From an optimization exercise on the open Yosys and OpenROAD flow, aimed at small area and a short achievable clock period; shortcuts taken in it are not production practice. In this exercise RTL edits were held to simulation tests only and were not proved equivalent to the original.

[design/flow/config.mk]
export PLATFORM = sky130hd
export DESIGN_NAME = mul_div_unit
export DESIGN_NICKNAME = mul_div_unit
export VERILOG_FILES = /design/flow/design.v
export SDC_FILE = /design/flow/constraint.sdc
export NUM_CORES = 4
export LEC_CHECK = 0
export CAP_MARGIN = 20
export CORE_MARGIN = 2
export CORE_UTILIZATION = 25
export PLACE_DENSITY = 0.35
export SLEW_MARGIN = 20
[design/flow/constraint.sdc]
create_clock -name core_clock -period 260.0 [get_ports {clk}]
set_input_delay 52.0000 -clock core_clock [delete_from_list [all_inputs] [get_ports {clk}]]
set_output_delay 52.0000 -clock core_clock [all_outputs]
set_load 0.01 [all_outputs]
[design/flow/design.v]
module mul_div_unit #(
   parameter int MULT_CYCLES = 5,
   parameter int DIV_CYCLES  = 10
) (
   input  logic        clk,
   input  logic        reset,
   input  logic [2:0]  op,
   input  logic        start,
   input  logic [31:0] rs_data,
   input  logic [31:0] rt_data,
   output logic        busy,
   output logic        done,
   output logic [31:0] hi,
   output logic [31:0] lo
);
   localparam logic [2:0] OP_MULT  = 3'd1;
   localparam logic [2:0] OP_MULTU = 3'd2;
   localparam logic [2:0] OP_DIV   = 3'd3;
   localparam logic [2:0] OP_DIVU  = 3'd4;
   localparam logic [2:0] OP_MTHI  = 3'd5;
   localparam logic [2:0] OP_MTLO  = 3'd6;
   localparam int ROWS = 4;
   localparam int W    = 35;
   logic [3:0]  count;
   logic        isdiv;     
   logic        sg;        
   logic        sa;        
   logic        yp;        
   logic [31:0] x;         
   logic [31:0] b;         
   logic [32:0] a;         
   logic is_muldiv;
   assign is_muldiv = start && (op >= OP_MULT) && (op <= OP_DIVU);
   assign busy      = is_muldiv || (count != 4'd0);
   wire launch = (count == 4'd0) && is_muldiv;
   wire last   = (count == 4'd1);
   wire x32    = sg & x[31];
   wire [W:0] xe = {{(W-31){x32}}, x, 1'b0};    
   logic [W-1:0] bin [ROWS];
   logic [W-1:0] pp  [ROWS];
   logic [W-1:0] s   [ROWS];
   logic [W:0]   c   [ROWS];
   logic         one [ROWS];
   logic         two [ROWS];
   logic         neg [ROWS];
   logic         rsg [ROWS];    
   genvar r, i;
   generate
      for (r = 0; r < ROWS; r++) begin : g_row
         logic mw;     
         logic b1, b0, bm;
         if (r == 0) begin : g_r0
            assign mw  = ~isdiv | last;
            assign b1  = last ? (sg & yp) : b[1];
            assign b0  = last ? (sg & yp) : b[0];
            assign bm  = yp;
            assign rsg[0] = a[32];
            for (i = 0; i < W; i++) begin : g_bit
               if (i == 0)
                  assign bin[0][i] = mw ? a[0] : b[31];
               else if (i < 33)
                  assign bin[0][i] = mw ? a[i] : a[i-1];
               else
                  assign bin[0][i] = a[32];
            end
         end else begin : g_rn
            assign mw  = ~isdiv;
            assign b1  = b[2*r+1];
            assign b0  = b[2*r];
            assign bm  = b[2*r-1];
            assign rsg[r] = s[r-1][32];
            for (i = 0; i < W; i++) begin : g_bit
               if (i == 0)
                  assign bin[r][i] = mw ? s[r-1][2] : b[31-r];
               else if (i < 33)
                  assign bin[r][i] = mw ? s[r-1][i+2] : s[r-1][i-1];
               else
                  assign bin[r][i] = s[r-1][W-1];
            end
         end
         wire sub = ~(rsg[r] ^ x32);
         wire bth = mw & ~(isdiv & last);
         assign one[r] = bth ? (b0 ^ bm) : 1'b1;
         assign two[r] = bth & ((b1 & ~b0 & ~bm) | (~b1 & b0 & bm));
         assign neg[r] = bth ? b1 : sub;
         for (i = 0; i < W; i++) begin : g_fa
            assign pp[r][i] = ((xe[i+1] & one[r]) | (xe[i] & two[r])) ^ neg[r];
            assign s[r][i]  = bin[r][i] ^ pp[r][i] ^ c[r][i];
            assign c[r][i+1] = (bin[r][i] & pp[r][i]) | (bin[r][i] & c[r][i]) |
                               (pp[r][i] & c[r][i]);
         end
         assign c[r][0] = neg[r];
      end
   endgenerate
   logic [ROWS-1:0] qb;
   always_comb for (int k = 0; k < ROWS; k++) qb[ROWS-1-k] = ~(rsg[k] ^ x32);
   wire        sub0  = ~(a[32] ^ x32);
   wire [32:0] t     = s[0][32:0];
   wire        use_t = (t == 33'd0) || ((a != 33'd0) && (a[32] != sa));
   wire        dz    = (x == 32'd0);
   wire [30:0] binc  = b[30:0] + 31'd1;
   wire [31:0] q_out = (use_t & sub0) ? {binc, 1'b0} : {b[30:0], ~use_t};
   wire [31:0] r_out = use_t ? t[31:0] : a[31:0];
   always_ff @(posedge clk) begin
      if (reset) begin
         count <= 4'd0;
         done  <= 1'b0;
         hi    <= 32'd0;
         lo    <= 32'd0;
      end else begin
         done <= 1'b0;
         if (count != 4'd0) begin
            count <= count - 4'd1;
            if (last) begin
               done <= 1'b1;
               if (!isdiv) begin
                  hi <= s[0][31:0];
                  lo <= b;
               end else if (!dz) begin
                  hi <= r_out;
                  lo <= q_out;
               end
            end
         end else if (start) begin
            case (op)
               OP_MULT, OP_MULTU: count <= 4'(MULT_CYCLES);
               OP_DIV, OP_DIVU:   count <= 4'(DIV_CYCLES);
               OP_MTHI: hi <= rs_data;
               OP_MTLO: lo <= rs_data;
               default: ;
            endcase
         end
      end
   end
   always_ff @(posedge clk) begin
      if (launch) begin
         isdiv <= op[2] | (op[1] & op[0]);
         sg    <= (op == OP_MULT) | (op == OP_DIV);
         sa    <= (op == OP_DIV) & rs_data[31];
         x     <= rt_data;
         b     <= rs_data;
         a     <= {33{(op == OP_DIV) & rs_data[31]}};
         yp    <= 1'b0;
      end else if (!isdiv) begin
         a  <= s[3][W-1:2];
         b  <= {s[3][1:0], s[2][1:0], s[1][1:0], s[0][1:0], b[31:8]};
         yp <= b[7];
      end else if (count != 4'd2) begin
         a <= s[3][32:0];
         b <= {b[27:0], qb};
      end
   end
endmodule
[design/flow/run.sh]
#!/bin/bash
# synth_recipe.tcl (not shown) runs the flow's synth.tcl, then flattens the netlist and writes it again
# the make line also repeats each setting of config.mk as NAME=value (left out here)
make -C /OpenROAD-flow-scripts/flow DESIGN_CONFIG=/design/flow/config.mk WORK_HOME=/design/flow/orfs CLKGATE_MAP_FILE= SYNTH_SCRIPT=/design/flow/synth_recipe.tcl finish
==> flow_summary.yaml <==
synthesis:
  syn_area_um2: 16100
  synth_warnings: 9
  yosysMostFrequentCell: "nand2_1"
  ys.flop_type: "edfxtp_1"
  seq_area_frac_synth: 0.274
  postSynthCellCount: 1676
  synth_fp_nets: 1886
  ys_async_sr_fraction: 0
  synthTopCellsByArea: "edfxtp_1, fa_1, dfxtp_1"
  netlist_top_cells_count: "nand2_1, clkbuf_1, fa_1, a22oi_1, mux2i_1"
  syn_area_per_cell_um2: 9.60
  synth_top_cell_area_share: 0.187
  synth_area_leader_cell: "edfxtp_1"
  synth_edf_count: 100
  ys_types: 77
  ys_ff_latch: 170
routing:
  dr.pass1.iters: 5
  wl_per_cell_um: 26.1
  antenna_left: 0
  routed_wirelength_um: 66500
  vias_per_cell: 5.21
  vias: 13300
  drt_iter0_drc: 979
  drc_errors: 0
setup_path:
  cp-start-kind: "input port"
  path_delay_family: "buffers and inverters"
  crit_path_start: "op[1]"
  crit_type: "in2out"
  path_cells: "clkdlybuf4s50_1 > nor2_1 > xnor2_1 > and2_1 > nor2_1 > inv_1 > clkdlybuf4s50_1"
  max_stage_delay_ns: 0.56
  cp.arrival_ns: 53.80
  worstPathRequired_ns: 208.00
  r2r-start: "count[1]"
  crit_path_max_fanout: 6
  cp.buffers_inverters: 3
  crit_slowest_cell: "clkdlybuf4s50_1"
  critPathCaptureType: "output pin"
grt:
  antenna_found_initial: 1
  grt-ovfl-total: 0
  grt_first_pass_wirelength_um: 98700
  grt_pass1_vias: 13600
  grt_usage: 0.202
  grt_max_degree: 75
placement:
  gp_congestion: 0.862
  dp_hpwl_um: 50000
  dp_slack_ns: 154.20
  dp.cells: 2515
  numPortBuffers: 135
worst_hold_path:
  hold_path.class: "reg2reg"
  hold_start: "hi[15]"
timing:
  slew_violations: 0
  finalClockSkew_ns: 0.0205
  final-setup-viol-count: 0
  hold_viol: 0
  setup_ws_ns: 154.20
  slew_headroom: 0.295
  worst-slew-pin-transition_ns: 1.06
  fin_crit_sh: 0.407
  fin_crit_ns: 105.80
  fmax_ghz: 0.00945
  tns_ns: 0
  rsz0062_at_grt: "no"
floorplanning:
  num_rows: 92
  die_w_um: 258
  core_um2: 63300
  die-area_um2: 66400
  pin_count: 136
  start_util: 0.254
  fp.dieH_um: 258
final_layout:
  seq_area_um2: 4400
  area_delta_synth_final_pct: 16.2
  nFillCells: 6689
  drive_gt1_frac: 0.0964
  final_nets: 1898
  multi_input_comb_area_um2: 10900
  post-route-util: 0.295
  stdcell_count: 2548
cts:
  cts_tree: "done"
  postCtsSetupBuffers: 0
  numCtsBuffers: 17
  clkLatencyLatePin_ns: 0.50
  cts.sinks: 170
  clockBufferDepth: 2
  clkTransAtPathRegs_ns: 0.08
  cts.repair.resized: 0
  h-tree-depth: 4
  hold_buffers: 0
  cts_root_buf: "clkbuf_16"
outcome:
  status: "timing/DRC/antenna clean"
job:
  maxCapViolations: 0
## metal layers
| layer | routed length [µm] | track usage | up-vias |
|---|---|---|---|
| met5 | 0 | 0 | - |
| met3 | 2910 | 0.0302 | 35 |
| met2 | 30900 | 0.324 | 354 |
| li1 | - | - | 6162 |
| met1 | 31300 | 0.282 | 6718 |
| met4 | 1370 | 0.0541 | 0 |
## per-stage QoR
stage                     hold WS [ns]  instance area, µm²
after detailed placement         0.443               18100
after global routing             0.480               18700
after CTS                        0.463               18700
after global placement           0.444               18100
final                            0.459               18700
after floorplan                  0.481               16100
## registers in the layout, indices dropped and copies added, names as in the netlist, 4 cells and up
| name | cells |
|---|---|
| a | 33 |
| b | 32 |
| hi | 32 |
| lo | 32 |
| x | 32 |
| count | 4 |
## cell usage in the layout (no fill, tap or decap), types with 10 or more instances in the layout
cell,Yosys,final
a211oi_1,19,19
a21o_1,10,10
a21oi_1,97,94
a22oi_1,126,126
a31oi_1,16,16
a32o_1,15,15
buf_4,1,35
clkbuf_16,0,18
clkdlybuf4s50_1,0,135
dfxtp_1,70,70
edfxtp_1,100,100
fa_1,132,132
inv_1,20,19
mux2_2,61,61
mux2i_1,114,114
nand2_1,134,131
nand2b_1,17,17
nand3_1,19,19
nand4_1,22,22
nor2_1,91,89
nor4_1,18,18
o211ai_1,34,34
o21ai_0,91,91
xnor2_1,83,83
xor2_1,73,73
## final timing paths
check        endpoint  slack, ns  cells past startpoint
min reg2reg    hi[15]       0.46                      2
max              busy     154.20                      7
min            hi[15]       0.46                      2
max reg2reg     a[31]     197.01                    154
## cells by family (layout without fill, tap and decap cells)
group	count (synthesis)	in the layout	synth area share
AOI/OAI and AO/OA	468	468	0.198
and+or+nand+nor	370	370	0.110
buffers and inverters	197	222	0.0490
muxes	175	175	0.114
DFF	170	170	0.274
xor gates and xnor gates	156	156	0.0850
adders and majority gates	140	140	0.171
other	0	1	0
## worst min-delay path, cell delays in order (launching register included)
cell and delay, ns:
dfxtp_1 0.33, nand2_1 0.04, o21ai_0 0.06
## cell type report
type | count | area share
sequential | 170 | 0.236
multi-input combinational | 1309 | 0.586
tap | 846 | 0.0566
timing repair buffer | 170 | 0.0863
antenna | 1 | 0.000134
inverter | 20 | 0.00408
clock inverter | 11 | 0.00576
clock buffer | 21 | 0.0258

==> what the ideal ports hide <==
How much do the figures lean on ideal ports? The routed layout below was timed once more, with nothing changed but the port constraints. Step 1: set_driving_cell puts a clkbuf_16 on clk and a buf_2 on each other input, an assumption about the parent block. Step 2 adds t to the input delays and takes it off the output delays; t is the mean of the earliest and latest rising clock arrival at the registers after step 1. Input paths then give back, and output paths get back, about the clock's delay inside the block. Three values: no drivers, after step 1, after step 2; two values: the first two.
t, ns: 0.556
setup WS [ns]: 154.203 / 154.180 / 154.180
hold slack, ns: 0.459 / 0.459 / 0.459
worst setup path after step 2: input to output
worst data-port slew with drivers (ns): 0.05
After both steps this run still meets setup and hold. For this run, drivers alone change the setup slack by -0.023 ns; drivers and shift together by -0.023 ns.
